From an optimization exercise on the open Yosys and OpenROAD flow, aimed at small area, a short achievable clock period and few clock cycles; shortcuts taken in it are not production practice.
At most, simulation tests tie the RTL to the original design; equivalence was not proved.
The RTL of run 2 was laid out without a check of its function.

## flow/design.v (module list and top-level ports; edited modules follow where they fit)
// module qsim_seq: 165 lines
// module qsim_cmac: 2777 lines
// module qsim_top: 65 lines
module qsim_top
(
  input  wire        clk,
  input  wire        reset_n,
  input  wire        dut_valid,
  output wire        dut_ready,
  output wire        q_state_input_sram_write_enable,
  output qsim_pkg::addr_t q_state_input_sram_write_address,
  output qsim_pkg::word_t q_state_input_sram_write_data,
  output qsim_pkg::addr_t q_state_input_sram_read_address,
  input  qsim_pkg::word_t q_state_input_sram_read_data,
  output wire        q_state_output_sram_write_enable,
  output qsim_pkg::addr_t q_state_output_sram_write_address,
  output qsim_pkg::word_t q_state_output_sram_write_data,
  input  qsim_pkg::word_t q_state_output_sram_read_data,
  output wire        scratchpad_sram_write_enable,
  output qsim_pkg::addr_t scratchpad_sram_write_address,
  output qsim_pkg::word_t scratchpad_sram_write_data,
  output qsim_pkg::addr_t scratchpad_sram_read_address,
  input  qsim_pkg::word_t scratchpad_sram_read_data,
  output qsim_pkg::addr_t q_gates_sram_read_address,
  input  qsim_pkg::word_t q_gates_sram_read_data
);
  // ...
==> flow/flow/run.sh <==
#!/bin/bash
set -euo pipefail
export SETUP_SLACK_MARGIN=${MARGIN:-5.4}
export BUFFER_PORTS_ARGS="-buffer_cell sky130_fd_sc_hd__buf_2"
sed '1s/-nofsm -noshare /-nofsm -noshare -noabc /' synth_recipe.tcl > synth_noabc.tcl
grep -q -- '-noabc' synth_noabc.tcl
sed 's#/synth_recipe\.tcl#/synth_noabc.tcl#g' standard.sh > standard_noabc.sh
grep -q 'synth_noabc.tcl' standard_noabc.sh
bash standard_noabc.sh > standard.log 2>&1
==> flow/standard.sh <==
#!/bin/bash
# synth_recipe.tcl (not shown) runs the flow's synth.tcl, then flattens the netlist and writes it again
# the make line also repeats each setting of config.mk as NAME=value (left out here)
make -C /OpenROAD-flow-scripts/flow DESIGN_CONFIG=/design/flow/config.mk WORK_HOME=/design/flow/orfs CLKGATE_MAP_FILE= SYNTH_SCRIPT=/design/flow/synth_recipe.tcl "${@:-finish}"
==> flow/config.mk <==
export PLATFORM = sky130hd
export DESIGN_NAME = qsim_top
export DESIGN_NICKNAME = qsim_top
export VERILOG_FILES = /design/flow/design.v
export SDC_FILE = /design/flow/constraint.sdc
export NUM_CORES = 4
export LEC_CHECK = 0
export CAP_MARGIN = 20
export CORE_MARGIN = 2
export CORE_UTILIZATION = 40
export CTS_CLUSTER_DIAMETER = 80
export CTS_CLUSTER_SIZE = 30
export SLEW_MARGIN = 20
==> flow/constraint.sdc <==
create_clock -name core_clock -period 9.0 [get_ports {clk}]
set_input_delay 1.8000 -clock core_clock [delete_from_list [all_inputs] [get_ports {clk}]]
set_output_delay 1.8000 -clock core_clock [all_outputs]
set_load 0.01 [all_outputs]
==> run summary, run 1 <==
outcome: finished clean
CP max FO: 35
Final Cycle Share: 38.9%
CP Cell Sequence: buf_8 > a22oi_1 > xnor2_1 > fa_1 > fa_1 > ha_1 > nor2_2 > nor2_1 > and3_1 > a221o_1 > a41oi_1 > o211ai_1
Ant. Diodes: 0
RSZ-0062 raised after global routing: false
largest area contributor in the netlist: fa_1
footprint of the multi-input gates: 23800 µm²
Synth Flop Type: dfxtp_1
busiest grt layer: met2
number of global-route vias before repair: 25400
endpoint type of the worst setup path: flip-flop
root buf cell: clkbuf_16
post-synthesis compound-gate area fraction: 14.3%
io pins: 327
Seq area share: 22.9%
relative slew slack: 32.6%
Synth Area in Simple Gates: 6.39%
Initial Util: 40.4%
met2 GRT Util: 36.0%
HPWL after detailed placement: 64600 µm
met1 GRT Util: 29.9%
vias per cell: 5.68
Post-synth EDFFs: 29
Inverters: 100
Cell Rows: 107
Worst setup endpoint: qsim_cmac_i.r2140$_DFF_P_
minimum clock period: 3.50 ns
comb_multi_in: 2398
Setup Fix Bufs, Post-CTS: 0
antenna viol nets, final: 0
R2R Path Start: qsim_cmac_i.vre_one[1]$_DFF_P_
# hold bufs at CTS: 0
TritonCTS Buffers: 30
r2r worst-path depth: 12
core footprint: 85100 µm²
clk_buf instances: 31
final instance area: 37100 µm²
FFs & Latches: 403
Die Area: 88400 µm²
CTS resizes: 28
Worst EP required: 9.50 ns
Testbench counts, summed over its fixed seeds: cycles 16,392.
==> module qsim_seq, before the edit <==
module qsim_seq
(
  input  wire         clk,
  input  wire         reset_n,
  input  wire         dut_valid,
  output logic        dut_ready,
  input  wire  [31:0] header_word,
  output logic [15:0] gate_addr,
  output logic [3:0]  col,           
  output logic [4:0]  col1,          
  output logic        src1,          
  output logic        first2,        
  output logic        input_we,
  output logic        scratch_we,
  output logic        output_we,
  output logic [3:0]  wrow,
  output logic [4:0]  wrow1
);
  localparam int DP = 3;
  localparam int PIPE = 3 + DP;
  logic        running;
  logic        first_cyc;
  logic [2:0]  qn;            
  logic [3:0]  mask;          
  logic [15:0] gates_left;
  logic        gl_one;
  logic [3:0]  row;
  logic        src;
  logic [2:0]  stall;
  logic        first1, last1, done1;
  logic [DP-1:0] last_p, src_p;
  logic [DP:0]   done_p;
  logic [2:0]  hq;
  assign hq = header_word[18:16];
  always_comb begin
    case (qn)
      3'd0:    mask = 4'h0;
      3'd1:    mask = 4'h1;
      3'd2:    mask = 4'h3;
      3'd3:    mask = 4'h7;
      default: mask = 4'hf;
    endcase
  end
  logic issue;
  logic end_row;
  logic end_gate;
  logic [2:0] stall_n;
  assign issue    = running && (stall == 3'd0) && !(first_cyc && hq == 3'd0);
  assign end_row  = !first_cyc && (col == mask);
  assign end_gate = end_row && (row == mask);
  always_comb begin
    case (mask)
      4'h0:    stall_n = (PIPE > 1) ? 3'(PIPE - 1) : 3'd0;
      4'h1:    stall_n = (PIPE > 2) ? 3'(PIPE - 2) : 3'd0;
      4'h3:    stall_n = (PIPE > 4) ? 3'(PIPE - 4) : 3'd0;
      4'h7:    stall_n = (PIPE > 8) ? 3'(PIPE - 8) : 3'd0;
      default: stall_n = 3'd0;
    endcase
  end
  always_ff @(posedge clk) begin
    if (!reset_n) begin
      dut_ready <= 1'b1;
      running   <= 1'b0;
      first_cyc <= 1'b0;
      col1      <= '0;
      gate_addr <= '0;
      stall     <= '0;
    end else begin
      first_cyc <= 1'b0;
      if (dut_ready) begin
        if (dut_valid) begin
          dut_ready <= 1'b0;
          running   <= 1'b1;
          first_cyc <= 1'b1;
          col1      <= 5'd1;
          col       <= '0;
          row       <= '0;
          src       <= 1'b0;
          stall     <= '0;
        end
        gate_addr <= '0;
      end else begin
        if (done_p[DP]) begin
          dut_ready <= 1'b1;
        end
        if (first_cyc) begin
          qn         <= hq;
          gates_left <= header_word[15:0];
          gl_one     <= (header_word[15:0] == 16'd1);
        end
        if (stall != 3'd0) begin
          stall <= stall - 1'b1;
        end
        if (issue) begin
          gate_addr <= gate_addr + 1'b1;
          if (end_row) begin
            col  <= '0;
            col1 <= 5'd1;
            row  <= end_gate ? 4'd0 : row + 1'b1;
          end else begin
            col  <= col + 1'b1;
            col1 <= col1 + 1'b1;
          end
          if (end_gate) begin
            if (gl_one) begin
              running <= 1'b0;
              col1    <= '0;
            end else begin
              gates_left <= gates_left - 1'b1;
              gl_one     <= (gates_left == 16'd2);
              src        <= !src;
              stall      <= stall_n;
            end
          end
        end
      end
    end
  end
  always_ff @(posedge clk) begin
    if (!reset_n) begin
      first1 <= 1'b0;
      last1  <= 1'b0;
      done1  <= 1'b0;
      first2 <= 1'b0;
      last_p <= '0;
      done_p <= '0;
    end else begin
      first1 <= issue && (col == 4'd0);
      last1  <= issue && end_row;
      done1  <= issue && end_gate && gl_one;
      first2 <= first1;
      last_p <= {last_p, last1};
      done_p <= {done_p, done1};
    end
  end
  always_ff @(posedge clk) begin
    src1  <= src;
    src_p <= {src_p, src1};
  end
  always_ff @(posedge clk) begin
    if (!reset_n) begin
      input_we   <= 1'b0;
      scratch_we <= 1'b0;
      output_we  <= 1'b0;
    end else begin
      output_we  <= last_p[DP-1];
      input_we   <= last_p[DP-1] && src_p[DP-1];
      scratch_we <= last_p[DP-1] && !src_p[DP-1];
    end
  end
  always_ff @(posedge clk) begin
    if (dut_ready) begin
      wrow  <= '0;
      wrow1 <= 5'd1;
    end else if (output_we) begin
      if (wrow == mask) begin
        wrow  <= '0;
        wrow1 <= 5'd1;
      end else begin
        wrow  <= wrow + 1'b1;
        wrow1 <= wrow1 + 1'b1;
      end
    end
  end
endmodule
==> inputs of run 2 (changes only) <==
--- a/flow/design.v
+++ b/flow/design.v
@@ -20,17 +20,17 @@
   output logic        src1,          
   output logic        first2,        
   output logic        input_we,
   output logic        scratch_we,
   output logic        output_we,
   output logic [3:0]  wrow,
   output logic [4:0]  wrow1
 );
-  localparam int DP = 3;
+  localparam int DP = 2;
   localparam int PIPE = 3 + DP;
   logic        running;
   logic        first_cyc;
   logic [2:0]  qn;            
   logic [3:0]  mask;          
   logic [15:0] gates_left;
   logic        gl_one;
   logic [3:0]  row;
@@ -2527,434 +2527,331 @@
     r2136 <= c1295;
     r2137 <= s1304;
     r2138 <= c1305;
     r2139 <= s1316;
     r2140 <= g1479;
   end
   wire k2141, k2142, k2143, k2144, k2145, k2146, k2147, k2148, k2149, k2150, k2151, k2152;
   wire k2153, k2154, k2155, k2156, k2157, k2158, k2159, k2160, k2161, k2162, k2163, k2164;
-  wire k2165, k2166, k2167, k2168, k2169, k2170, k2171, k2172, k2173, k2174, k2175, k2176;
-  wire k2177, k2178, k2179, k2180, k2181, k2182, k2183, k2184, k2185, k2186, k2187, k2188;
-  wire k2189, k2190, k2191, k2192, k2193, k2194, k2195, k2196, k2197, k2198, k2199, k2200;
-  wire k2201, k2202, k2203, k2204, g2205, p2206, g2207, p2208, g2209, p2210, g2211, p2212;
-  wire g2213, g2214, p2215, g2216, g2217, g2218, p2219, g2220, p2221, g2222, p2223, g2224;
-  wire p2225, g2226, g2227, p2228, g2229, g2230, n2231, g2232, p2233, g2234, p2235, g2236;
-  wire p2237, g2238, p2239, g2240, g2241, p2242, g2243, g2244, g2245, p2246, g2247, p2248;
-  wire g2249, p2250, g2251, p2252, g2253, g2254, p2255, g2256, g2257, s2258, c2259, s2260;
+  wire k2165, k2166, k2167, k2168, k2169, k2170, k2171, k2172, g2173, p2174, g2175, p2176;
+  wire g2177, p2178, g2179, p2180, g2181, g2182, p2183, g2184, g2185, g2186, p2187, g2188;
+  wire p2189, g2190, p2191, g2192, p2193, g2194, g2195, p2196, g2197, g2198, n2199, g2200;
+  wire p2201, g2202, p2203, g2204, p2205, g2206, p2207, g2208, g2209, p2210, g2211, g2212;
+  wire g2213, p2214, g2215, p2216, g2217, p2218, g2219, p2220, g2221, g2222, p2223, g2224;
+  wire g2225, s2226, c2227, s2228, c2229, s2230, c2231, s2232, c2233, s2234, c2235, s2236;
+  wire c2237, s2238, c2239, s2240, c2241, s2242, c2243, s2244, c2245, s2246, c2247, s2248;
+  wire c2249, s2250, c2251, s2252, c2253, s2254, c2255, s2256, c2257, s2258, c2259, s2260;
   wire c2261, s2262, c2263, s2264, c2265, s2266, c2267, s2268, c2269, s2270, c2271, s2272;
   wire c2273, s2274, c2275, s2276, c2277, s2278, c2279, s2280, c2281, s2282, c2283, s2284;
   wire c2285, s2286, c2287, s2288, c2289, s2290, c2291, s2292, c2293, s2294, c2295, s2296;
   wire c2297, s2298, c2299, s2300, c2301, s2302, c2303, s2304, c2305, s2306, c2307, s2308;
   wire c2309, s2310, c2311, s2312, c2313, s2314, c2315, s2316, c2317, s2318, c2319, s2320;
   wire c2321, s2322, c2323, s2324, c2325, s2326, c2327, s2328, c2329, s2330, c2331, s2332;
   wire c2333, s2334, c2335, s2336, c2337, s2338, c2339, s2340, c2341, s2342, c2343, s2344;
   wire c2345, s2346, c2347, s2348, c2349, s2350, c2351, s2352, c2353, s2354, c2355, s2356;
   wire c2357, s2358, c2359, s2360, c2361, s2362, c2363, s2364, c2365, s2366, c2367, s2368;
   wire c2369, s2370, c2371, s2372, c2373, s2374, c2375, s2376, c2377, s2378, c2379, s2380;
   wire c2381, s2382, c2383, s2384, c2385, s2386, c2387, s2388, c2389, s2390, c2391, s2392;
   wire c2393, s2394, c2395, s2396, c2397, s2398, c2399, s2400, c2401, s2402, c2403, s2404;
   wire c2405, s2406, c2407, s2408, c2409, s2410, c2411, s2412, c2413, s2414, c2415, s2416;
-  wire c2417, s2418, c2419, s2420, c2421, s2422, c2423, s2424, c2425, s2426, c2427, s2428;
-  wire c2429, s2430, c2431, s2432, c2433, s2434, c2435, s2436, c2437, s2438, c2439, s2440;
-  wire c2441, s2442, c2443, s2444, c2445, s2446, c2447, s2448, c2449, s2450, c2451, s2452;
-  wire c2453, s2454, c2455, s2456, c2457, s2458, c2459, s2460, c2461, s2462, c2463, s2464;
-  wire c2465, s2466, c2467, s2468, c2469, s2470, c2471, s2472, c2473, s2474, c2475, s2476;
-  wire c2477, s2478, c2479, s2480, c2481, s2482, c2483, s2484, c2485, s2486, c2487, s2488;
-  wire c2489, s2490, c2491, s2492, c2493, s2494, c2495, s2496, c2497, s2498, c2499, s2500;
-  wire c2501, s2502, c2503, s2504, c2505, s2506, c2507, s2508, c2509, s2510, c2511, s2512;
-  wire c2513, s2514, c2515, s2516, c2517, s2518, c2519;
-  assign k2141 = acc_s[16] & ~first_a;
-  assign k2142 = acc_c[16] & ~first_a;
-  assign k2143 = acc_s[17] & ~first_a;
-  assign k2144 = acc_c[17] & ~first_a;
-  assign k2145 = acc_s[18] & ~first_a;
-  assign k2146 = acc_c[18] & ~first_a;
-  assign k2147 = acc_s[19] & ~first_a;
-  assign k2148 = acc_c[19] & ~first_a;
-  assign k2149 = acc_s[20] & ~first_a;
-  assign k2150 = acc_c[20] & ~first_a;
-  assign k2151 = acc_s[21] & ~first_a;
-  assign k2152 = acc_c[21] & ~first_a;
-  assign k2153 = acc_s[22] & ~first_a;
-  assign k2154 = acc_c[22] & ~first_a;
-  assign k2155 = acc_s[23] & ~first_a;
-  assign k2156 = acc_c[23] & ~first_a;
-  assign k2157 = acc_s[24] & ~first_a;
-  assign k2158 = acc_c[24] & ~first_a;
-  assign k2159 = acc_s[25] & ~first_a;
-  assign k2160 = acc_c[25] & ~first_a;
-  assign k2161 = acc_s[26] & ~first_a;
-  assign k2162 = acc_c[26] & ~first_a;
-  assign k2163 = acc_s[27] & ~first_a;
-  assign k2164 = acc_c[27] & ~first_a;
-  assign k2165 = acc_s[28] & ~first_a;
-  assign k2166 = acc_c[28] & ~first_a;
-  assign k2167 = acc_s[29] & ~first_a;
-  assign k2168 = acc_c[29] & ~first_a;
-  assign k2169 = acc_s[30] & ~first_a;
-  assign k2170 = acc_c[30] & ~first_a;
-  assign k2171 = acc_s[31] & ~first_a;
-  assign k2172 = acc_c[31] & ~first_a;
-  assign k2173 = acc_s[0] & ~first_a;
-  assign k2174 = acc_c[0] & ~first_a;
-  assign k2175 = acc_s[1] & ~first_a;
-  assign k2176 = acc_c[1] & ~first_a;
-  assign k2177 = acc_s[2] & ~first_a;
-  assign k2178 = acc_c[2] & ~first_a;
-  assign k2179 = acc_s[3] & ~first_a;
-  assign k2180 = acc_c[3] & ~first_a;
-  assign k2181 = acc_s[4] & ~first_a;
-  assign k2182 = acc_c[4] & ~first_a;
-  assign k2183 = acc_s[5] & ~first_a;
-  assign k2184 = acc_c[5] & ~first_a;
-  assign k2185 = acc_s[6] & ~first_a;
-  assign k2186 = acc_c[6] & ~first_a;
-  assign k2187 = acc_s[7] & ~first_a;
-  assign k2188 = acc_c[7] & ~first_a;
-  assign k2189 = acc_s[8] & ~first_a;
-  assign k2190 = acc_c[8] & ~first_a;
-  assign k2191 = acc_s[9] & ~first_a;
-  assign k2192 = acc_c[9] & ~first_a;
-  assign k2193 = acc_s[10] & ~first_a;
-  assign k2194 = acc_c[10] & ~first_a;
-  assign k2195 = acc_s[11] & ~first_a;
-  assign k2196 = acc_c[11] & ~first_a;
-  assign k2197 = acc_s[12] & ~first_a;
-  assign k2198 = acc_c[12] & ~first_a;
-  assign k2199 = acc_s[13] & ~first_a;
-  assign k2200 = acc_c[13] & ~first_a;
-  assign k2201 = acc_s[14] & ~first_a;
-  assign k2202 = acc_c[14] & ~first_a;
-  assign k2203 = acc_s[15] & ~first_a;
-  assign k2204 = acc_c[15] & ~first_a;
-  assign g2205 = r2105 & r2106;
-  assign p2206 = r2105 | r2106;
-  assign g2207 = r2107 & r2108;
-  assign p2208 = r2107 | r2108;
-  assign g2209 = r2109 & r2110;
-  assign p2210 = r2109 | r2110;
-  assign g2211 = r2111 & r2112;
-  assign p2212 = r2111 | r2112;
-  assign g2213 = g2205 | (p2206 & r2113);
-  assign g2214 = g2209 | (p2210 & g2207);
-  assign p2215 = p2210 & p2208;
-  assign g2216 = g2214 | (p2215 & g2213);
-  assign g2217 = g2211 | (p2212 & g2216);
-  assign g2218 = r2114 & r2115;
-  assign p2219 = r2114 | r2115;
-  assign g2220 = r2116 & r2117;
-  assign p2221 = r2116 | r2117;
-  assign g2222 = r2118 & r2119;
-  assign p2223 = r2118 | r2119;
-  assign g2224 = r2120 & r2121;
-  assign p2225 = r2120 | r2121;
-  assign g2226 = g2218 | (p2219 & r2122);
-  assign g2227 = g2222 | (p2223 & g2220);
-  assign p2228 = p2223 & p2221;
-  assign g2229 = g2227 | (p2228 & g2226);
-  assign g2230 = g2224 | (p2225 & g2229);
-  assign n2231 = ~g2230;
-  assign g2232 = r2123 & r2124;
-  assign p2233 = r2123 | r2124;
-  assign g2234 = r2125 & r2126;
-  assign p2235 = r2125 | r2126;
-  assign g2236 = r2127 & r2128;
-  assign p2237 = r2127 | r2128;
-  assign g2238 = r2129 & r2130;
-  assign p2239 = r2129 | r2130;
-  assign g2240 = g2232 | (p2233 & r2131);
-  assign g2241 = g2236 | (p2237 & g2234);
-  assign p2242 = p2237 & p2235;
-  assign g2243 = g2241 | (p2242 & g2240);
-  assign g2244 = g2238 | (p2239 & g2243);
-  assign g2245 = r2132 & r2133;
-  assign p2246 = r2132 | r2133;
-  assign g2247 = r2134 & r2135;
-  assign p2248 = r2134 | r2135;
-  assign g2249 = r2136 & r2137;
-  assign p2250 = r2136 | r2137;
-  assign g2251 = r2138 & r2139;
-  assign p2252 = r2138 | r2139;
-  assign g2253 = g2245 | (p2246 & r2140);
-  assign g2254 = g2249 | (p2250 & g2247);
-  assign p2255 = p2250 & p2248;
-  assign g2256 = g2254 | (p2255 & g2253);
-  assign g2257 = g2251 | (p2252 & g2256);
-  assign s2258 = r1998 ^ r1999 ^ r2000;
-  assign c2259 = (r1998 & r1999) | (r1998 & r2000) | (r1999 & r2000);
-  assign s2260 = r2001 ^ r2002 ^ r2003;
-  assign c2261 = (r2001 & r2002) | (r2001 & r2003) | (r2002 & r2003);
-  assign s2262 = k2141 ^ k2142 ^ s2258;
-  assign c2263 = (k2141 & k2142) | (k2141 & s2258) | (k2142 & s2258);
-  assign s2264 = s2260 ^ g2217 ^ s2262;
-  assign c2265 = (s2260 & g2217) | (s2260 & s2262) | (g2217 & s2262);
-  assign s2266 = r2004 ^ r2005 ^ r2006;
-  assign c2267 = (r2004 & r2005) | (r2004 & r2006) | (r2005 & r2006);
-  assign s2268 = r2007 ^ k2143 ^ k2144;
-  assign c2269 = (r2007 & k2143) | (r2007 & k2144) | (k2143 & k2144);
-  assign s2270 = c2259 ^ c2261 ^ s2266;
-  assign c2271 = (c2259 & c2261) | (c2259 & s2266) | (c2261 & s2266);
-  assign s2272 = s2268 ^ c2263 ^ s2270;
-  assign c2273 = (s2268 & c2263) | (s2268 & s2270) | (c2263 & s2270);
-  assign s2274 = r2008 ^ r2009 ^ r2010;
-  assign c2275 = (r2008 & r2009) | (r2008 & r2010) | (r2009 & r2010);
-  assign s2276 = r2011 ^ k2145 ^ k2146;
-  assign c2277 = (r2011 & k2145) | (r2011 & k2146) | (k2145 & k2146);
-  assign s2278 = c2267 ^ s2274 ^ c2269;
-  assign c2279 = (c2267 & s2274) | (c2267 & c2269) | (s2274 & c2269);
+  wire c2417, s2418, c2419, s2420, c2421, s2422, c2423;
+  assign k2141 = acc[16] & ~first_a;
+  assign k2142 = acc[17] & ~first_a;
+  assign k2143 = acc[18] & ~first_a;
+  assign k2144 = acc[19] & ~first_a;
+  assign k2145 = acc[20] & ~first_a;
+  assign k2146 = acc[21] & ~first_a;
+  assign k2147 = acc[22] & ~first_a;
+  assign k2148 = acc[23] & ~first_a;
+  assign k2149 = acc[24] & ~first_a;
+  assign k2150 = acc[25] & ~first_a;
+  assign k2151 = acc[26] & ~first_a;
+  assign k2152 = acc[27] & ~first_a;
+  assign k2153 = acc[28] & ~first_a;
+  assign k2154 = acc[29] & ~first_a;
+  assign k2155 = acc[30] & ~first_a;
+  assign k2156 = acc[31] & ~first_a;
+  assign k2157 = acc[0] & ~first_a;
+  assign k2158 = acc[1] & ~first_a;
+  assign k2159 = acc[2] & ~first_a;
+  assign k2160 = acc[3] & ~first_a;
+  assign k2161 = acc[4] & ~first_a;
+  assign k2162 = acc[5] & ~first_a;
+  assign k2163 = acc[6] & ~first_a;
+  assign k2164 = acc[7] & ~first_a;
+  assign k2165 = acc[8] & ~first_a;
+  assign k2166 = acc[9] & ~first_a;
+  assign k2167 = acc[10] & ~first_a;
+  assign k2168 = acc[11] & ~first_a;
+  assign k2169 = acc[12] & ~first_a;
+  assign k2170 = acc[13] & ~first_a;
+  assign k2171 = acc[14] & ~first_a;
+  assign k2172 = acc[15] & ~first_a;
+  assign g2173 = r2105 & r2106;
+  assign p2174 = r2105 | r2106;
+  assign g2175 = r2107 & r2108;
+  assign p2176 = r2107 | r2108;
+  assign g2177 = r2109 & r2110;
+  assign p2178 = r2109 | r2110;
+  assign g2179 = r2111 & r2112;
+  assign p2180 = r2111 | r2112;
+  assign g2181 = g2173 | (p2174 & r2113);
+  assign g2182 = g2177 | (p2178 & g2175);
+  assign p2183 = p2178 & p2176;
+  assign g2184 = g2182 | (p2183 & g2181);
+  assign g2185 = g2179 | (p2180 & g2184);
+  assign g2186 = r2114 & r2115;
+  assign p2187 = r2114 | r2115;
+  assign g2188 = r2116 & r2117;
+  assign p2189 = r2116 | r2117;
+  assign g2190 = r2118 & r2119;
+  assign p2191 = r2118 | r2119;
+  assign g2192 = r2120 & r2121;
+  assign p2193 = r2120 | r2121;
+  assign g2194 = g2186 | (p2187 & r2122);
+  assign g2195 = g2190 | (p2191 & g2188);
+  assign p2196 = p2191 & p2189;
+  assign g2197 = g2195 | (p2196 & g2194);
+  assign g2198 = g2192 | (p2193 & g2197);
+  assign n2199 = ~g2198;
+  assign g2200 = r2123 & r2124;
+  assign p2201 = r2123 | r2124;
+  assign g2202 = r2125 & r2126;
+  assign p2203 = r2125 | r2126;
+  assign g2204 = r2127 & r2128;
+  assign p2205 = r2127 | r2128;
+  assign g2206 = r2129 & r2130;
+  assign p2207 = r2129 | r2130;
+  assign g2208 = g2200 | (p2201 & r2131);
+  assign g2209 = g2204 | (p2205 & g2202);
+  assign p2210 = p2205 & p2203;
+  assign g2211 = g2209 | (p2210 & g2208);
+  assign g2212 = g2206 | (p2207 & g2211);
+  assign g2213 = r2132 & r2133;
+  assign p2214 = r2132 | r2133;
+  assign g2215 = r2134 & r2135;
+  assign p2216 = r2134 | r2135;
+  assign g2217 = r2136 & r2137;
+  assign p2218 = r2136 | r2137;
+  assign g2219 = r2138 & r2139;
+  assign p2220 = r2138 | r2139;
+  assign g2221 = g2213 | (p2214 & r2140);
+  assign g2222 = g2217 | (p2218 & g2215);
+  assign p2223 = p2218 & p2216;
+  assign g2224 = g2222 | (p2223 & g2221);
+  assign g2225 = g2219 | (p2220 & g2224);
+  assign s2226 = r1998 ^ r1999 ^ r2000;
+  assign c2227 = (r1998 & r1999) | (r1998 & r2000) | (r1999 & r2000);
+  assign s2228 = r2001 ^ r2002 ^ r2003;
+  assign c2229 = (r2001 & r2002) | (r2001 & r2003) | (r2002 & r2003);
+  assign s2230 = k2141 ^ s2226 ^ s2228;
+  assign c2231 = (k2141 & s2226) | (k2141 & s2228) | (s2226 & s2228);
+  assign s2232 = r2004 ^ r2005 ^ r2006;
+  assign c2233 = (r2004 & r2005) | (r2004 & r2006) | (r2005 & r2006);
+  assign s2234 = r2007 ^ k2142 ^ c2227;
+  assign c2235 = (r2007 & k2142) | (r2007 & c2227) | (k2142 & c2227);
+  assign s2236 = c2229 ^ s2232 ^ c2231;
+  assign c2237 = (c2229 & s2232) | (c2229 & c2231) | (s2232 & c2231);
+  assign s2238 = r2008 ^ r2009 ^ r2010;
+  assign c2239 = (r2008 & r2009) | (r2008 & r2010) | (r2009 & r2010);
+  assign s2240 = r2011 ^ k2143 ^ c2233;
+  assign c2241 = (r2011 & k2143) | (r2011 & c2233) | (k2143 & c2233);
+  assign s2242 = s2238 ^ c2235 ^ s2240;
+  assign c2243 = (s2238 & c2235) | (s2238 & s2240) | (c2235 & s2240);
+  assign s2244 = r2012 ^ r2013 ^ r2014;
+  assign c2245 = (r2012 & r2013) | (r2012 & r2014) | (r2013 & r2014);
+  assign s2246 = r2015 ^ k2144 ^ c2239;
+  assign c2247 = (r2015 & k2144) | (r2015 & c2239) | (k2144 & c2239);
+  assign s2248 = s2244 ^ c2241 ^ s2246;
+  assign c2249 = (s2244 & c2241) | (s2244 & s2246) | (c2241 & s2246);
+  assign s2250 = r2016 ^ r2017 ^ r2018;
+  assign c2251 = (r2016 & r2017) | (r2016 & r2018) | (r2017 & r2018);
+  assign s2252 = r2019 ^ 1'b1 ^ k2145;
+  assign c2253 = (r2019 & 1'b1) | (r2019 & k2145) | (1'b1 & k2145);
+  assign s2254 = c2245 ^ s2250 ^ s2252;
+  assign c2255 = (c2245 & s2250) | (c2245 & s2252) | (s2250 & s2252);
+  assign s2256 = c2247 ^ s2254;
+  assign c2257 = c2247 & s2254;
+  assign s2258 = r2020 ^ r2021 ^ r2022;
+  assign c2259 = (r2020 & r2021) | (r2020 & r2022) | (r2021 & r2022);
+  assign s2260 = r2023 ^ r2024 ^ 1'b1;
+  assign c2261 = (r2023 & r2024) | (r2023 & 1'b1) | (r2024 & 1'b1);
+  assign s2262 = k2146 ^ c2251 ^ s2258;
+  assign c2263 = (k2146 & c2251) | (k2146 & s2258) | (c2251 & s2258);
+  assign s2264 = s2260 ^ c2253 ^ s2262;
+  assign c2265 = (s2260 & c2253) | (s2260 & s2262) | (c2253 & s2262);
+  assign s2266 = c2255 ^ s2264;
+  assign c2267 = c2255 & s2264;
+  assign s2268 = r2025 ^ r2026 ^ r2027;
+  assign c2269 = (r2025 & r2026) | (r2025 & r2027) | (r2026 & r2027);
+  assign s2270 = r2028 ^ k2147 ^ c2259;
+  assign c2271 = (r2028 & k2147) | (r2028 & c2259) | (k2147 & c2259);
+  assign s2272 = c2261 ^ s2268 ^ c2263;
+  assign c2273 = (c2261 & s2268) | (c2261 & c2263) | (s2268 & c2263);
+  assign s2274 = s2270 ^ c2265 ^ s2272;
+  assign c2275 = (s2270 & c2265) | (s2270 & s2272) | (c2265 & s2272);
+  assign s2276 = r2029 ^ r2030 ^ r2031;
+  assign c2277 = (r2029 & r2030) | (r2029 & r2031) | (r2030 & r2031);
+  assign s2278 = 1'b1 ^ k2148 ^ c2269;
+  assign c2279 = (1'b1 & k2148) | (1'b1 & c2269) | (k2148 & c2269);
   assign s2280 = s2276 ^ c2271 ^ s2278;
   assign c2281 = (s2276 & c2271) | (s2276 & s2278) | (c2271 & s2278);
-  assign s2282 = r2012 ^ r2013 ^ r2014;
-  assign c2283 = (r2012 & r2013) | (r2012 & r2014) | (r2013 & r2014);
-  assign s2284 = r2015 ^ k2147 ^ k2148;
-  assign c2285 = (r2015 & k2147) | (r2015 & k2148) | (k2147 & k2148);
-  assign s2286 = c2275 ^ s2282 ^ c2277;
-  assign c2287 = (c2275 & s2282) | (c2275 & c2277) | (s2282 & c2277);
-  assign s2288 = s2284 ^ c2279 ^ s2286;
-  assign c2289 = (s2284 & c2279) | (s2284 & s2286) | (c2279 & s2286);
-  assign s2290 = r2016 ^ r2017 ^ r2018;
-  assign c2291 = (r2016 & r2017) | (r2016 & r2018) | (r2017 & r2018);
-  assign s2292 = r2019 ^ 1'b1 ^ k2149;
-  assign c2293 = (r2019 & 1'b1) | (r2019 & k2149) | (1'b1 & k2149);
-  assign s2294 = k2150 ^ c2283 ^ s2290;
-  assign c2295 = (k2150 & c2283) | (k2150 & s2290) | (c2283 & s2290);
-  assign s2296 = c2285 ^ s2292 ^ s2294;
-  assign c2297 = (c2285 & s2292) | (c2285 & s2294) | (s2292 & s2294);
-  assign s2298 = c2287 ^ s2296;
-  assign c2299 = c2287 & s2296;
-  assign s2300 = r2020 ^ r2021 ^ r2022;
-  assign c2301 = (r2020 & r2021) | (r2020 & r2022) | (r2021 & r2022);
-  assign s2302 = r2023 ^ r2024 ^ 1'b1;
-  assign c2303 = (r2023 & r2024) | (r2023 & 1'b1) | (r2024 & 1'b1);
-  assign s2304 = k2151 ^ k2152 ^ c2291;
-  assign c2305 = (k2151 & k2152) | (k2151 & c2291) | (k2152 & c2291);
-  assign s2306 = s2300 ^ s2302 ^ c2293;
-  assign c2307 = (s2300 & s2302) | (s2300 & c2293) | (s2302 & c2293);
-  assign s2308 = c2295 ^ s2304 ^ s2306;
-  assign c2309 = (c2295 & s2304) | (c2295 & s2306) | (s2304 & s2306);
-  assign s2310 = c2297 ^ s2308;
-  assign c2311 = c2297 & s2308;
-  assign s2312 = r2025 ^ r2026 ^ r2027;
-  assign c2313 = (r2025 & r2026) | (r2025 & r2027) | (r2026 & r2027);
-  assign s2314 = r2028 ^ k2153 ^ k2154;
-  assign c2315 = (r2028 & k2153) | (r2028 & k2154) | (k2153 & k2154);
-  assign s2316 = c2301 ^ c2303 ^ s2312;
-  assign c2317 = (c2301 & c2303) | (c2301 & s2312) | (c2303 & s2312);
-  assign s2318 = s2314 ^ c2305 ^ s2316;
-  assign c2319 = (s2314 & c2305) | (s2314 & s2316) | (c2305 & s2316);
-  assign s2320 = c2307 ^ s2318 ^ c2309;
-  assign c2321 = (c2307 & s2318) | (c2307 & c2309) | (s2318 & c2309);
-  assign s2322 = r2029 ^ r2030 ^ r2031;
-  assign c2323 = (r2029 & r2030) | (r2029 & r2031) | (r2030 & r2031);
-  assign s2324 = 1'b1 ^ k2155 ^ k2156;
-  assign c2325 = (1'b1 & k2155) | (1'b1 & k2156) | (k2155 & k2156);
-  assign s2326 = c2313 ^ s2322 ^ c2315;
-  assign c2327 = (c2313 & s2322) | (c2313 & c2315) | (s2322 & c2315);
-  assign s2328 = s2324 ^ c2317 ^ s2326;
-  assign c2329 = (s2324 & c2317) | (s2324 & s2326) | (c2317 & s2326);
-  assign s2330 = c2319 ^ s2328;
-  assign c2331 = c2319 & s2328;
-  assign s2332 = r2032 ^ r2033 ^ r2034;
-  assign c2333 = (r2032 & r2033) | (r2032 & r2034) | (r2033 & r2034);
-  assign s2334 = k2157 ^ k2158 ^ c2323;
-  assign c2335 = (k2157 & k2158) | (k2157 & c2323) | (k2158 & c2323);
-  assign s2336 = s2332 ^ c2325 ^ s2334;
-  assign c2337 = (s2332 & c2325) | (s2332 & s2334) | (c2325 & s2334);
-  assign s2338 = c2327 ^ s2336 ^ c2329;
-  assign c2339 = (c2327 & s2336) | (c2327 & c2329) | (s2336 & c2329);
-  assign s2340 = r2035 ^ r2036 ^ r2037;
-  assign c2341 = (r2035 & r2036) | (r2035 & r2037) | (r2036 & r2037);
-  assign s2342 = r2038 ^ 1'b1 ^ k2159;
-  assign c2343 = (r2038 & 1'b1) | (r2038 & k2159) | (1'b1 & k2159);
-  assign s2344 = k2160 ^ c2333 ^ s2340;
-  assign c2345 = (k2160 & c2333) | (k2160 & s2340) | (c2333 & s2340);
-  assign s2346 = s2342 ^ c2335 ^ s2344;
-  assign c2347 = (s2342 & c2335) | (s2342 & s2344) | (c2335 & s2344);
-  assign s2348 = c2337 ^ s2346;
-  assign c2349 = c2337 & s2346;
-  assign s2350 = r2039 ^ r2040 ^ r2041;
-  assign c2351 = (r2039 & r2040) | (r2039 & r2041) | (r2040 & r2041);
-  assign s2352 = k2161 ^ k2162 ^ c2341;
-  assign c2353 = (k2161 & k2162) | (k2161 & c2341) | (k2162 & c2341);
-  assign s2354 = s2350 ^ c2343 ^ c2345;
-  assign c2355 = (s2350 & c2343) | (s2350 & c2345) | (c2343 & c2345);
-  assign s2356 = s2352 ^ c2347 ^ s2354;
-  assign c2357 = (s2352 & c2347) | (s2352 & s2354) | (c2347 & s2354);
-  assign s2358 = r2042 ^ r2043 ^ 1'b1;
-  assign c2359 = (r2042 & r2043) | (r2042 & 1'b1) | (r2043 & 1'b1);
-  assign s2360 = k2163 ^ k2164 ^ c2351;
-  assign c2361 = (k2163 & k2164) | (k2163 & c2351) | (k2164 & c2351);
-  assign s2362 = s2358 ^ c2353 ^ s2360;
-  assign c2363 = (s2358 & c2353) | (s2358 & s2360) | (c2353 & s2360);
-  assign s2364 = c2355 ^ s2362;
-  assign c2365 = c2355 & s2362;
-  assign s2366 = r2044 ^ r2045 ^ k2165;
-  assign c2367 = (r2044 & r2045) | (r2044 & k2165) | (r2045 & k2165);
-  assign s2368 = k2166 ^ c2359 ^ s2366;
-  assign c2369 = (k2166 & c2359) | (k2166 & s2366) | (c2359 & s2366);
-  assign s2370 = c2361 ^ s2368 ^ c2363;
-  assign c2371 = (c2361 & s2368) | (c2361 & c2363) | (s2368 & c2363);
-  assign s2372 = r2046 ^ r2047 ^ 1'b1;
-  assign c2373 = (r2046 & r2047) | (r2046 & 1'b1) | (r2047 & 1'b1);
-  assign s2374 = k2167 ^ k2168 ^ s2372;
-  assign c2375 = (k2167 & k2168) | (k2167 & s2372) | (k2168 & s2372);
-  assign s2376 = c2367 ^ s2374 ^ c2369;
-  assign c2377 = (c2367 & s2374) | (c2367 & c2369) | (s2374 & c2369);
-  assign s2378 = r2048 ^ r2049 ^ k2169;
-  assign c2379 = (r2048 & r2049) | (r2048 & k2169) | (r2049 & k2169);
-  assign s2380 = k2170 ^ c2373 ^ s2378;
-  assign c2381 = (k2170 & c2373) | (k2170 & s2378) | (c2373 & s2378);
-  assign s2382 = c2375 ^ s2380;
-  assign c2383 = c2375 & s2380;
-  assign s2384 = r2050 ^ r2051 ^ 1'b1;
-  assign c2385 = (r2050 & r2051) | (r2050 & 1'b1) | (r2051 & 1'b1);
-  assign s2386 = k2171 ^ k2172 ^ s2384;
-  assign c2387 = (k2171 & k2172) | (k2171 & s2384) | (k2172 & s2384);
-  assign s2388 = c2379 ^ s2386 ^ c2381;
-  assign c2389 = (c2379 & s2386) | (c2379 & c2381) | (s2386 & c2381);
-  assign s2390 = r2052 ^ r2053 ^ r2054;
-  assign c2391 = (r2052 & r2053) | (r2052 & r2054) | (r2053 & r2054);
-  assign s2392 = r2055 ^ k2173 ^ k2174;
-  assign c2393 = (r2055 & k2173) | (r2055 & k2174) | (k2173 & k2174);
-  assign s2394 = s2390 ^ s2392 ^ g2244;
-  assign c2395 = (s2390 & s2392) | (s2390 & g2244) | (s2392 & g2244);
-  assign s2396 = r2056 ^ r2057 ^ r2058;
-  assign c2397 = (r2056 & r2057) | (r2056 & r2058) | (r2057 & r2058);
-  assign s2398 = r2059 ^ r2060 ^ k2175;
-  assign c2399 = (r2059 & r2060) | (r2059 & k2175) | (r2060 & k2175);
-  assign s2400 = k2176 ^ c2391 ^ s2396;
-  assign c2401 = (k2176 & c2391) | (k2176 & s2396) | (c2391 & s2396);
-  assign s2402 = c2393 ^ s2398 ^ s2400;
-  assign c2403 = (c2393 & s2398) | (c2393 & s2400) | (s2398 & s2400);
-  assign s2404 = r2061 ^ r2062 ^ r2063;
-  assign c2405 = (r2061 & r2062) | (r2061 & r2063) | (r2062 & r2063);
-  assign s2406 = r2064 ^ k2177 ^ k2178;
-  assign c2407 = (r2064 & k2177) | (r2064 & k2178) | (k2177 & k2178);
-  assign s2408 = c2397 ^ s2404 ^ c2399;
-  assign c2409 = (c2397 & s2404) | (c2397 & c2399) | (s2404 & c2399);
-  assign s2410 = s2406 ^ c2401 ^ s2408;
-  assign c2411 = (s2406 & c2401) | (s2406 & s2408) | (c2401 & s2408);
-  assign s2412 = r2065 ^ r2066 ^ r2067;
-  assign c2413 = (r2065 & r2066) | (r2065 & r2067) | (r2066 & r2067);
-  assign s2414 = r2068 ^ k2179 ^ k2180;
-  assign c2415 = (r2068 & k2179) | (r2068 & k2180) | (k2179 & k2180);
-  assign s2416 = c2405 ^ s2412 ^ c2407;
-  assign c2417 = (c2405 & s2412) | (c2405 & c2407) | (s2412 & c2407);
-  assign s2418 = s2414 ^ c2409 ^ s2416;
-  assign c2419 = (s2414 & c2409) | (s2414 & s2416) | (c2409 & s2416);
-  assign s2420 = r2069 ^ r2070 ^ r2071;
-  assign c2421 = (r2069 & r2070) | (r2069 & r2071) | (r2070 & r2071);
-  assign s2422 = r2072 ^ 1'b1 ^ k2181;
-  assign c2423 = (r2072 & 1'b1) | (r2072 & k2181) | (1'b1 & k2181);
-  assign s2424 = k2182 ^ c2413 ^ s2420;
-  assign c2425 = (k2182 & c2413) | (k2182 & s2420) | (c2413 & s2420);
-  assign s2426 = c2415 ^ s2422 ^ s2424;
-  assign c2427 = (c2415 & s2422) | (c2415 & s2424) | (s2422 & s2424);
-  assign s2428 = c2417 ^ s2426;
-  assign c2429 = c2417 & s2426;
-  assign s2430 = r2073 ^ r2074 ^ r2075;
-  assign c2431 = (r2073 & r2074) | (r2073 & r2075) | (r2074 & r2075);
-  assign s2432 = r2076 ^ r2077 ^ 1'b1;
-  assign c2433 = (r2076 & r2077) | (r2076 & 1'b1) | (r2077 & 1'b1);
-  assign s2434 = k2183 ^ k2184 ^ c2421;
-  assign c2435 = (k2183 & k2184) | (k2183 & c2421) | (k2184 & c2421);
-  assign s2436 = s2430 ^ s2432 ^ c2423;
-  assign c2437 = (s2430 & s2432) | (s2430 & c2423) | (s2432 & c2423);
-  assign s2438 = c2425 ^ s2434 ^ s2436;
-  assign c2439 = (c2425 & s2434) | (c2425 & s2436) | (s2434 & s2436);
-  assign s2440 = c2427 ^ s2438;
-  assign c2441 = c2427 & s2438;
-  assign s2442 = r2078 ^ r2079 ^ r2080;
-  assign c2443 = (r2078 & r2079) | (r2078 & r2080) | (r2079 & r2080);
-  assign s2444 = r2081 ^ k2185 ^ k2186;
-  assign c2445 = (r2081 & k2185) | (r2081 & k2186) | (k2185 & k2186);
-  assign s2446 = c2431 ^ c2433 ^ s2442;
-  assign c2447 = (c2431 & c2433) | (c2431 & s2442) | (c2433 & s2442);
-  assign s2448 = s2444 ^ c2435 ^ s2446;
-  assign c2449 = (s2444 & c2435) | (s2444 & s2446) | (c2435 & s2446);
-  assign s2450 = c2437 ^ s2448 ^ c2439;
-  assign c2451 = (c2437 & s2448) | (c2437 & c2439) | (s2448 & c2439);
-  assign s2452 = r2082 ^ r2083 ^ r2084;
-  assign c2453 = (r2082 & r2083) | (r2082 & r2084) | (r2083 & r2084);
-  assign s2454 = 1'b1 ^ k2187 ^ k2188;
-  assign c2455 = (1'b1 & k2187) | (1'b1 & k2188) | (k2187 & k2188);
-  assign s2456 = c2443 ^ s2452 ^ c2445;
-  assign c2457 = (c2443 & s2452) | (c2443 & c2445) | (s2452 & c2445);
-  assign s2458 = s2454 ^ c2447 ^ s2456;
-  assign c2459 = (s2454 & c2447) | (s2454 & s2456) | (c2447 & s2456);
-  assign s2460 = c2449 ^ s2458;
-  assign c2461 = c2449 & s2458;
-  assign s2462 = r2085 ^ r2086 ^ r2087;
-  assign c2463 = (r2085 & r2086) | (r2085 & r2087) | (r2086 & r2087);
-  assign s2464 = k2189 ^ k2190 ^ c2453;
-  assign c2465 = (k2189 & k2190) | (k2189 & c2453) | (k2190 & c2453);
-  assign s2466 = s2462 ^ c2455 ^ s2464;
-  assign c2467 = (s2462 & c2455) | (s2462 & s2464) | (c2455 & s2464);
-  assign s2468 = c2457 ^ s2466 ^ c2459;
-  assign c2469 = (c2457 & s2466) | (c2457 & c2459) | (s2466 & c2459);
-  assign s2470 = r2088 ^ r2089 ^ r2090;
-  assign c2471 = (r2088 & r2089) | (r2088 & r2090) | (r2089 & r2090);
-  assign s2472 = r2091 ^ 1'b1 ^ k2191;
-  assign c2473 = (r2091 & 1'b1) | (r2091 & k2191) | (1'b1 & k2191);
-  assign s2474 = k2192 ^ c2463 ^ s2470;
-  assign c2475 = (k2192 & c2463) | (k2192 & s2470) | (c2463 & s2470);
-  assign s2476 = s2472 ^ c2465 ^ s2474;
-  assign c2477 = (s2472 & c2465) | (s2472 & s2474) | (c2465 & s2474);
-  assign s2478 = c2467 ^ s2476;
-  assign c2479 = c2467 & s2476;
-  assign s2480 = r2092 ^ r2093 ^ r2094;
-  assign c2481 = (r2092 & r2093) | (r2092 & r2094) | (r2093 & r2094);
-  assign s2482 = k2193 ^ k2194 ^ c2471;
-  assign c2483 = (k2193 & k2194) | (k2193 & c2471) | (k2194 & c2471);
-  assign s2484 = s2480 ^ c2473 ^ c2475;
-  assign c2485 = (s2480 & c2473) | (s2480 & c2475) | (c2473 & c2475);
-  assign s2486 = s2482 ^ c2477 ^ s2484;
-  assign c2487 = (s2482 & c2477) | (s2482 & s2484) | (c2477 & s2484);
-  assign s2488 = r2095 ^ r2096 ^ 1'b1;
-  assign c2489 = (r2095 & r2096) | (r2095 & 1'b1) | (r2096 & 1'b1);
-  assign s2490 = k2195 ^ k2196 ^ c2481;
-  assign c2491 = (k2195 & k2196) | (k2195 & c2481) | (k2196 & c2481);
-  assign s2492 = s2488 ^ c2483 ^ s2490;
-  assign c2493 = (s2488 & c2483) | (s2488 & s2490) | (c2483 & s2490);
-  assign s2494 = c2485 ^ s2492;
-  assign c2495 = c2485 & s2492;
-  assign s2496 = r2097 ^ r2098 ^ k2197;
-  assign c2497 = (r2097 & r2098) | (r2097 & k2197) | (r2098 & k2197);
-  assign s2498 = k2198 ^ c2489 ^ s2496;
-  assign c2499 = (k2198 & c2489) | (k2198 & s2496) | (c2489 & s2496);
-  assign s2500 = c2491 ^ s2498 ^ c2493;
-  assign c2501 = (c2491 & s2498) | (c2491 & c2493) | (s2498 & c2493);
-  assign s2502 = r2099 ^ r2100 ^ 1'b1;
-  assign c2503 = (r2099 & r2100) | (r2099 & 1'b1) | (r2100 & 1'b1);
-  assign s2504 = k2199 ^ k2200 ^ s2502;
-  assign c2505 = (k2199 & k2200) | (k2199 & s2502) | (k2200 & s2502);
-  assign s2506 = c2497 ^ s2504 ^ c2499;
-  assign c2507 = (c2497 & s2504) | (c2497 & c2499) | (s2504 & c2499);
-  assign s2508 = r2101 ^ r2102 ^ k2201;
-  assign c2509 = (r2101 & r2102) | (r2101 & k2201) | (r2102 & k2201);
-  assign s2510 = k2202 ^ c2503 ^ s2508;
-  assign c2511 = (k2202 & c2503) | (k2202 & s2508) | (c2503 & s2508);
-  assign s2512 = c2505 ^ s2510;
-  assign c2513 = c2505 & s2510;
-  assign s2514 = r2103 ^ r2104 ^ 1'b1;
-  assign c2515 = (r2103 & r2104) | (r2103 & 1'b1) | (r2104 & 1'b1);
-  assign s2516 = k2203 ^ k2204 ^ s2514;
-  assign c2517 = (k2203 & k2204) | (k2203 & s2514) | (k2204 & s2514);
-  assign s2518 = c2509 ^ s2516 ^ c2511;
-  assign c2519 = (c2509 & s2516) | (c2509 & c2511) | (s2516 & c2511);
-  wire [15:0] re_a = {c2383, s2382, s2376, c2365, s2364, c2349, s2348, c2331, s2330, c2311, c2299, c2289, c2281, c2273, c2265, n2231};
-  wire [15:0] re_b = {s2388, c2377, c2371, s2370, c2357, s2356, c2339, s2338, c2321, s2320, s2310, s2298, s2288, s2280, s2272, s2264};
-  wire [15:0] im_a = {c2513, s2512, s2506, c2495, s2494, c2479, s2478, c2461, s2460, c2441, c2429, c2419, c2411, c2403, c2395, g2257};
-  wire [15:0] im_b = {s2518, c2507, c2501, s2500, c2487, s2486, c2469, s2468, c2451, s2450, s2440, s2428, s2418, s2410, s2402, s2394};
-  logic [31:0] acc_s, acc_c;
+  assign s2282 = c2273 ^ s2280;
+  assign c2283 = c2273 & s2280;
+  assign s2284 = r2032 ^ r2033 ^ r2034;
+  assign c2285 = (r2032 & r2033) | (r2032 & r2034) | (r2033 & r2034);
+  assign s2286 = k2149 ^ c2277 ^ s2284;
+  assign c2287 = (k2149 & c2277) | (k2149 & s2284) | (c2277 & s2284);
+  assign s2288 = c2279 ^ s2286 ^ c2281;
+  assign c2289 = (c2279 & s2286) | (c2279 & c2281) | (s2286 & c2281);
+  assign s2290 = r2035 ^ r2036 ^ r2037;
+  assign c2291 = (r2035 & r2036) | (r2035 & r2037) | (r2036 & r2037);
+  assign s2292 = r2038 ^ 1'b1 ^ k2150;
+  assign c2293 = (r2038 & 1'b1) | (r2038 & k2150) | (1'b1 & k2150);
+  assign s2294 = c2285 ^ s2290 ^ s2292;
+  assign c2295 = (c2285 & s2290) | (c2285 & s2292) | (s2290 & s2292);
+  assign s2296 = c2287 ^ s2294;
+  assign c2297 = c2287 & s2294;
+  assign s2298 = r2039 ^ r2040 ^ r2041;
+  assign c2299 = (r2039 & r2040) | (r2039 & r2041) | (r2040 & r2041);
+  assign s2300 = k2151 ^ c2291 ^ s2298;
+  assign c2301 = (k2151 & c2291) | (k2151 & s2298) | (c2291 & s2298);
+  assign s2302 = c2293 ^ s2300 ^ c2295;
+  assign c2303 = (c2293 & s2300) | (c2293 & c2295) | (s2300 & c2295);
+  assign s2304 = r2042 ^ r2043 ^ 1'b1;
+  assign c2305 = (r2042 & r2043) | (r2042 & 1'b1) | (r2043 & 1'b1);
+  assign s2306 = k2152 ^ c2299 ^ s2304;
+  assign c2307 = (k2152 & c2299) | (k2152 & s2304) | (c2299 & s2304);
+  assign s2308 = c2301 ^ s2306;
+  assign c2309 = c2301 & s2306;
+  assign s2310 = r2044 ^ r2045 ^ k2153;
+  assign c2311 = (r2044 & r2045) | (r2044 & k2153) | (r2045 & k2153);
+  assign s2312 = c2305 ^ s2310 ^ c2307;
+  assign c2313 = (c2305 & s2310) | (c2305 & c2307) | (s2310 & c2307);
+  assign s2314 = r2046 ^ r2047 ^ 1'b1;
+  assign c2315 = (r2046 & r2047) | (r2046 & 1'b1) | (r2047 & 1'b1);
+  assign s2316 = k2154 ^ s2314 ^ c2311;
+  assign c2317 = (k2154 & s2314) | (k2154 & c2311) | (s2314 & c2311);
+  assign s2318 = r2048 ^ r2049 ^ k2155;
+  assign c2319 = (r2048 & r2049) | (r2048 & k2155) | (r2049 & k2155);
+  assign s2320 = c2315 ^ s2318;
+  assign c2321 = c2315 & s2318;
+  assign s2322 = r2050 ^ r2051 ^ 1'b1;
+  assign c2323 = (r2050 & r2051) | (r2050 & 1'b1) | (r2051 & 1'b1);
+  assign s2324 = k2156 ^ s2322 ^ c2319;
+  assign c2325 = (k2156 & s2322) | (k2156 & c2319) | (s2322 & c2319);
+  assign s2326 = r2052 ^ r2053 ^ r2054;
+  assign c2327 = (r2052 & r2053) | (r2052 & r2054) | (r2053 & r2054);
+  assign s2328 = r2055 ^ k2157 ^ s2326;
+  assign c2329 = (r2055 & k2157) | (r2055 & s2326) | (k2157 & s2326);
+  assign s2330 = r2056 ^ r2057 ^ r2058;
+  assign c2331 = (r2056 & r2057) | (r2056 & r2058) | (r2057 & r2058);
+  assign s2332 = r2059 ^ r2060 ^ k2158;
+  assign c2333 = (r2059 & r2060) | (r2059 & k2158) | (r2060 & k2158);
+  assign s2334 = c2327 ^ s2330 ^ s2332;
+  assign c2335 = (c2327 & s2330) | (c2327 & s2332) | (s2330 & s2332);
+  assign s2336 = r2061 ^ r2062 ^ r2063;
+  assign c2337 = (r2061 & r2062) | (r2061 & r2063) | (r2062 & r2063);
+  assign s2338 = r2064 ^ k2159 ^ c2331;
+  assign c2339 = (r2064 & k2159) | (r2064 & c2331) | (k2159 & c2331);
+  assign s2340 = s2336 ^ c2333 ^ s2338;
+  assign c2341 = (s2336 & c2333) | (s2336 & s2338) | (c2333 & s2338);
+  assign s2342 = r2065 ^ r2066 ^ r2067;
+  assign c2343 = (r2065 & r2066) | (r2065 & r2067) | (r2066 & r2067);
+  assign s2344 = r2068 ^ k2160 ^ c2337;
+  assign c2345 = (r2068 & k2160) | (r2068 & c2337) | (k2160 & c2337);
+  assign s2346 = s2342 ^ c2339 ^ s2344;
+  assign c2347 = (s2342 & c2339) | (s2342 & s2344) | (c2339 & s2344);
+  assign s2348 = r2069 ^ r2070 ^ r2071;
+  assign c2349 = (r2069 & r2070) | (r2069 & r2071) | (r2070 & r2071);
+  assign s2350 = r2072 ^ 1'b1 ^ k2161;
+  assign c2351 = (r2072 & 1'b1) | (r2072 & k2161) | (1'b1 & k2161);
+  assign s2352 = c2343 ^ s2348 ^ s2350;
+  assign c2353 = (c2343 & s2348) | (c2343 & s2350) | (s2348 & s2350);
+  assign s2354 = c2345 ^ s2352;
+  assign c2355 = c2345 & s2352;
+  assign s2356 = r2073 ^ r2074 ^ r2075;
+  assign c2357 = (r2073 & r2074) | (r2073 & r2075) | (r2074 & r2075);
+  assign s2358 = r2076 ^ r2077 ^ 1'b1;
+  assign c2359 = (r2076 & r2077) | (r2076 & 1'b1) | (r2077 & 1'b1);
+  assign s2360 = k2162 ^ c2349 ^ s2356;
+  assign c2361 = (k2162 & c2349) | (k2162 & s2356) | (c2349 & s2356);
+  assign s2362 = s2358 ^ c2351 ^ s2360;
+  assign c2363 = (s2358 & c2351) | (s2358 & s2360) | (c2351 & s2360);
+  assign s2364 = c2353 ^ s2362;
+  assign c2365 = c2353 & s2362;
+  assign s2366 = r2078 ^ r2079 ^ r2080;
+  assign c2367 = (r2078 & r2079) | (r2078 & r2080) | (r2079 & r2080);
+  assign s2368 = r2081 ^ k2163 ^ c2357;
+  assign c2369 = (r2081 & k2163) | (r2081 & c2357) | (k2163 & c2357);
+  assign s2370 = c2359 ^ s2366 ^ c2361;
+  assign c2371 = (c2359 & s2366) | (c2359 & c2361) | (s2366 & c2361);
+  assign s2372 = s2368 ^ c2363 ^ s2370;
+  assign c2373 = (s2368 & c2363) | (s2368 & s2370) | (c2363 & s2370);
+  assign s2374 = r2082 ^ r2083 ^ r2084;
+  assign c2375 = (r2082 & r2083) | (r2082 & r2084) | (r2083 & r2084);
+  assign s2376 = 1'b1 ^ k2164 ^ c2367;
+  assign c2377 = (1'b1 & k2164) | (1'b1 & c2367) | (k2164 & c2367);
+  assign s2378 = s2374 ^ c2369 ^ s2376;
+  assign c2379 = (s2374 & c2369) | (s2374 & s2376) | (c2369 & s2376);
+  assign s2380 = c2371 ^ s2378;
+  assign c2381 = c2371 & s2378;
+  assign s2382 = r2085 ^ r2086 ^ r2087;
+  assign c2383 = (r2085 & r2086) | (r2085 & r2087) | (r2086 & r2087);
+  assign s2384 = k2165 ^ c2375 ^ s2382;
+  assign c2385 = (k2165 & c2375) | (k2165 & s2382) | (c2375 & s2382);
+  assign s2386 = c2377 ^ s2384 ^ c2379;
+  assign c2387 = (c2377 & s2384) | (c2377 & c2379) | (s2384 & c2379);
+  assign s2388 = r2088 ^ r2089 ^ r2090;
+  assign c2389 = (r2088 & r2089) | (r2088 & r2090) | (r2089 & r2090);
+  assign s2390 = r2091 ^ 1'b1 ^ k2166;
+  assign c2391 = (r2091 & 1'b1) | (r2091 & k2166) | (1'b1 & k2166);
+  assign s2392 = c2383 ^ s2388 ^ s2390;
+  assign c2393 = (c2383 & s2388) | (c2383 & s2390) | (s2388 & s2390);
+  assign s2394 = c2385 ^ s2392;
+  assign c2395 = c2385 & s2392;
+  assign s2396 = r2092 ^ r2093 ^ r2094;
+  assign c2397 = (r2092 & r2093) | (r2092 & r2094) | (r2093 & r2094);
+  assign s2398 = k2167 ^ c2389 ^ s2396;
+  assign c2399 = (k2167 & c2389) | (k2167 & s2396) | (c2389 & s2396);
+  assign s2400 = c2391 ^ s2398 ^ c2393;
+  assign c2401 = (c2391 & s2398) | (c2391 & c2393) | (s2398 & c2393);
+  assign s2402 = r2095 ^ r2096 ^ 1'b1;
+  assign c2403 = (r2095 & r2096) | (r2095 & 1'b1) | (r2096 & 1'b1);
+  assign s2404 = k2168 ^ c2397 ^ s2402;
+  assign c2405 = (k2168 & c2397) | (k2168 & s2402) | (c2397 & s2402);
+  assign s2406 = c2399 ^ s2404;
+  assign c2407 = c2399 & s2404;
+  assign s2408 = r2097 ^ r2098 ^ k2169;
+  assign c2409 = (r2097 & r2098) | (r2097 & k2169) | (r2098 & k2169);
+  assign s2410 = c2403 ^ s2408 ^ c2405;
+  assign c2411 = (c2403 & s2408) | (c2403 & c2405) | (s2408 & c2405);
+  assign s2412 = r2099 ^ r2100 ^ 1'b1;
+  assign c2413 = (r2099 & r2100) | (r2099 & 1'b1) | (r2100 & 1'b1);
+  assign s2414 = k2170 ^ s2412 ^ c2409;
+  assign c2415 = (k2170 & s2412) | (k2170 & c2409) | (s2412 & c2409);
+  assign s2416 = r2101 ^ r2102 ^ k2171;
+  assign c2417 = (r2101 & r2102) | (r2101 & k2171) | (r2102 & k2171);
+  assign s2418 = c2413 ^ s2416;
+  assign c2419 = c2413 & s2416;
+  assign s2420 = r2103 ^ r2104 ^ 1'b1;
+  assign c2421 = (r2103 & r2104) | (r2103 & 1'b1) | (r2104 & 1'b1);
+  assign s2422 = k2172 ^ s2420 ^ c2417;
+  assign c2423 = (k2172 & s2420) | (k2172 & c2417) | (s2420 & c2417);
+  wire [15:0] re_a = {c2321, s2320, s2316, c2309, s2308, c2297, s2296, c2283, s2282, c2267, c2257, c2249, c2243, c2237, s2234, g2185};
+  wire [15:0] re_b = {s2324, c2317, c2313, s2312, c2303, s2302, c2289, s2288, c2275, s2274, s2266, s2256, s2248, s2242, s2236, s2230};
+  wire [16:0] re_sum = {re_a, 1'b1} + {re_b, n2199};
+  wire [15:0] re_new = re_sum[16:1];
+  wire [15:0] im_a = {c2419, s2418, s2414, c2407, s2406, c2395, s2394, c2381, s2380, c2365, c2355, c2347, c2341, c2335, c2329, g2212};
+  wire [15:0] im_b = {s2422, c2415, c2411, s2410, c2401, s2400, c2387, s2386, c2373, s2372, s2364, s2354, s2346, s2340, s2334, g2225};
+  wire [16:0] im_sum = {im_a, 1'b1} + {im_b, s2328};
+  wire [15:0] im_new = im_sum[16:1];
   always_ff @(posedge clk) begin
-    acc_s <= {re_a, im_a};
-    acc_c <= {re_b, im_b};
-    acc   <= {acc_s[31:16] + acc_c[31:16], acc_s[15:0] + acc_c[15:0]};
+    acc <= {re_new, im_new};
   end
 endmodule
 `default_nettype wire
 `timescale 1ns/1ps
 `default_nettype none
 module qsim_top
 (
   input  wire        clk,
==> flow/config.mk (replaced) <==
export PLATFORM = sky130hd
export DESIGN_NAME = qsim_top
export DESIGN_NICKNAME = qsim_top
export VERILOG_FILES = /design/flow/design.v
export SDC_FILE = /design/flow/constraint.sdc
export NUM_CORES = 4
export LEC_CHECK = 0
export CAP_MARGIN = 20
export CORE_MARGIN = 2
export CORE_UTILIZATION = 40
export SLEW_MARGIN = 20
==> run 2 against run 1 <==
Compared with the run above: setup slack worse by 0.21 ns; global-route usage is 1.0 points higher; area after synthesis is 6.2% lower; routed wire length is 3.3% lower; highest routed layer unchanged.
==> run summary, run 2 <==
final instance area: 35300 µm² (-4.9%)
drt total wl: 99300 µm
share of async-settable or async-resettable flops after synthesis: 0%
CP Class: reg -> reg
sequential element share of the synthesized area: 21.7%
largest net degree at the start of global routing: 38
most common cell in the netlist: xnor2_1
initial antenna violation count: 10
final setup vio count: 0
most frequent CP cell: maj3_1
area grow syn2layout: 9.40%
fraction of layout cells with a size suffix above 1: 16.2%
Setup TNS: 0 ns
minimum clock period: 3.71 ns (+0.206 ns)
TritonCTS Buffers: 42 (+40%)
outcome: finished clean
endpoint type of the worst setup path: flip-flop
die height: 288 µm
Synth Flop Type: dfxtp_1
flop2flop setup slack: 5.29 ns
first-pass GRT wire length: 150000 µm
Synth cell types: 72
Slew @ Worst Pin: 1.10 ns
Detailed Route Iter0 Violations: 2484
Final GP Congestion: 0.838
GRT Util Overall: 23.6%
f_max: 0.270 GHz
CTS sink count: 336
vias per cell: 5.78 (+1.8%)
Die Width: 288 µm
Synth Warn #: 2
startpoint type of the worst setup path: flip-flop
Max clock buf depth: 3
Worst Path Buf+Inv: 0
number of synthesized register bits: 336
worst flop-to-flop path endpoint: qsim_cmac_i.acc[13]$_DFF_P_
r2r worst-path depth: 12 (unchanged)
most common cell after layout, fill and taps aside: xnor2_1
wl on met1: 39200 µm
worst-skew pair later-pin latency: 0.62 ns
met2 wire length: 45900 µm
post-synth top area share: 26.2%
footprint of the multi-input gates: 23200 µm² (-2.5%)
most frequent cells in the layout: xnor2_1 (484), a22oi_1 (478), fa_1 (418), dfxtp_1 (244), buf_2 (236)
Mapped Area: 32300 µm²
CP max FO: 3 (-91%)
skew final: 0.0424 ns
largest area contributor in the netlist: fa_1
Die Area: 82900 µm² (-6.1%)
WHS Path Cells: 0
relative slew slack: 27.0% (-5.7 points)
Min-Delay Path Class: reg -> reg
Vias: 24300
final hold violations: 0
# hold bufs at CTS: 0 (unchanged)
HPWL after detailed placement: 61400 µm (-5.1%)
register area: 7180 µm²
root buf cell: clkbuf_16
Reg clk slew, reported paths: 0.06 ns
detailed-route DRC error count: 0
slowest stage delay, CP: 0.40 ns
Initial Util: 40.3% (-0.16 points)
average size of a mapped cell: 10.3 µm²
Remaining Overflow, GRT: 0
Cell Rows: 104 (-2.8%)
Post-synth EDFFs: 29 (unchanged)
Largest regs: qsim_cmac_i.acc: 32 flops, qsim_cmac_i.g_q: 32 flops
Final Cycle Share: 41.2% (+2.3 points)
R2R Path Start: qsim_cmac_i.r2131$_DFF_P_
fin. max-slew vios: 0
H-tree levels: 2
Worst EP required: 9.51 ns (about the same)
WP data arrival: 4.21 ns
Commonest cells post-synth: xnor2_1 (484), a22oi_1 (479), fa_1 (422)
WL met3: 10700 µm
Filler Cells Inserted: 7644
max cap viols: 0
Synth area leaders: fa_1 (26%), dfxtp_1 (19%), xnor2_1 (13%)
number of global-route vias before repair: 24900 (-2.0%)
TritonCTS clock tree: done
slowest CP cell: maj3_2
antenna viol nets, final: 0 (unchanged)
hold endpoint: qsim_cmac_i.first_p$_DFF_P_
Max Used Layer: met5
CP top delay family: adder cells
io pins: 327 (unchanged)
Synth Instances: 3137
RSZ-0062 raised after global routing: true
hold_sp: qsim_seq_i.first2$_SDFF_PN0_
core footprint: 80200 µm² (-5.9%)
CP Cell Sequence: maj3_1 > maj3_1 > maj3_1 > maj3_2 > fa_2 > a211oi_4 > o21ai_2 > a311oi_2 > o21ai_2 > a31o_2 > a211oi_2 > nor2_1
fin nets: 3783
Port Buf Inserts: 236
DRT Pass-1 Iters: 10
DP Area: 33400 µm²
Routed wire per std cell: 23.6 µm
run 2: final cells by class:
class / instances / area share [%]
multi-input combinational: 2325 / 65.8
sequential: 336 / 20.3
timing repair buffer: 297 / 4.80
tap: 1060 / 3.76
clock buffer: 49 / 3.17
inverter: 112 / 1.19
clock inverter: 28 / 0.992
antenna: 2 / 0.0142
run 2: worst max path at each step:
stage | cells after the start | slack (ns) | endpoint | startpoint
5_1_grt | 12 | 5.21 | qsim_cmac_i.acc[13]$_DFF_P_ | qsim_cmac_i.r2131$_DFF_P_
3_5_place_dp | 8 | 4.82 | qsim_seq_i.gates_left[9]$_DFFE_PP_ | q_state_input_sram_read_data[16]
2_1_floorplan | 13 | 5.40 | qsim_cmac_i.acc[12]$_DFF_P_ | qsim_cmac_i.r2073$_DFF_P_
4_1_cts | 14 | 5.32 | qsim_cmac_i.acc[13]$_DFF_P_ | qsim_cmac_i.r2075$_DFF_P_
6_report | 12 | 5.29 | qsim_cmac_i.acc[13]$_DFF_P_ | qsim_cmac_i.r2131$_DFF_P_
3_3_place_gp | 12 | 4.86 | qsim_cmac_i.acc[13]$_DFF_P_ | qsim_cmac_i.r2140$_DFF_P_
run 2: logic make-up after synthesis:
| logic type | Yosys count | share of synthesized area [%] |
|---|---|---|
| XOR/XNOR | 614 | 16.7 |
| multiplexers | 38 | 1.19 |
| AO/OA/AOI/OAI | 691 | 15.6 |
| flip-flops | 336 | 21.7 |
| AND/OR/NAND/NOR | 369 | 5.71 |
| buffers and inverters | 533 | 7.83 |
| adder cells (fa/ha/maj) | 555 | 31.2 |
| other | 1 | 0.0116 |
run 2: repair_timing:
action | in CTS | in global routing
pin swaps | 33 | 17
gates resized for setup | 47 | 39
setup endpoints to repair | 21 | 54
setup buffers | 6 | 5
run 2: through the flow:
step                instances  setup slack [ns]  hold slack [ns]  util, %
floorplan                3194              5.40            0.310        -
global placement         4119              4.86            0.316     41.7
detailed placement       4119              4.82            0.318     41.7
CTS                      4202              5.32            0.324     43.8
global route             4209              5.21            0.323     44.0
finish                   4209              5.29            0.319     44.0
run 2: routing by layer:
metal  global-route usage [%]  vias up
met5                        0        -
met4                     8.33       16
met3                     5.75      305
met2                     38.3     1463
met1                     30.7    12100
li1                         -    10500
run 2: worst reg2reg max path, stage by stage, from the launching register on:
cell and delay [ns]:
dfxtp_1 0.31, maj3_1 0.35, maj3_1 0.37, maj3_1 0.36
maj3_2 0.40, fa_2 0.40, a211oi_4 0.28, o21ai_2 0.12
a311oi_2 0.39, o21ai_2 0.14, a31o_2 0.26, a211oi_2 0.18
nor2_1 0.06

[what the ideal ports hide]
How much do the figures lean on ideal ports? The routed layouts below were timed once more, with nothing changed but the port constraints. Step 1: set_driving_cell puts a clkbuf_16 on clk and a buf_2 on each other input, an assumption about the parent block. Step 2 times the ports against the registers' clock, not the clock port: input delays grow and output delays shrink by t, the midpoint of the rising clock arrivals with the driver on. Three values: no drivers, after step 1, after step 2; two values: the first two.
run | t, ns | setup slack, ns | worst hold slack (ns) | clock arrival spread, ns | worst register clock-pin slew, ns
run 1 | 0.699 | 5.498 / 5.498 / 4.982 | 0.336 / 0.336 / 0.336 | 0.033 / 0.032 | 0.11 / 0.11
run 2 | 0.660 | 5.293 / 5.293 / 5.039 | 0.319 / 0.319 / 0.319 | 0.042 / 0.042 | 0.07 / 0.07
After both steps every run listed still meets setup and hold. For run 1, which loses most, drivers alone change the setup slack by 0.000 ns; drivers and shift together by -0.516 ns.
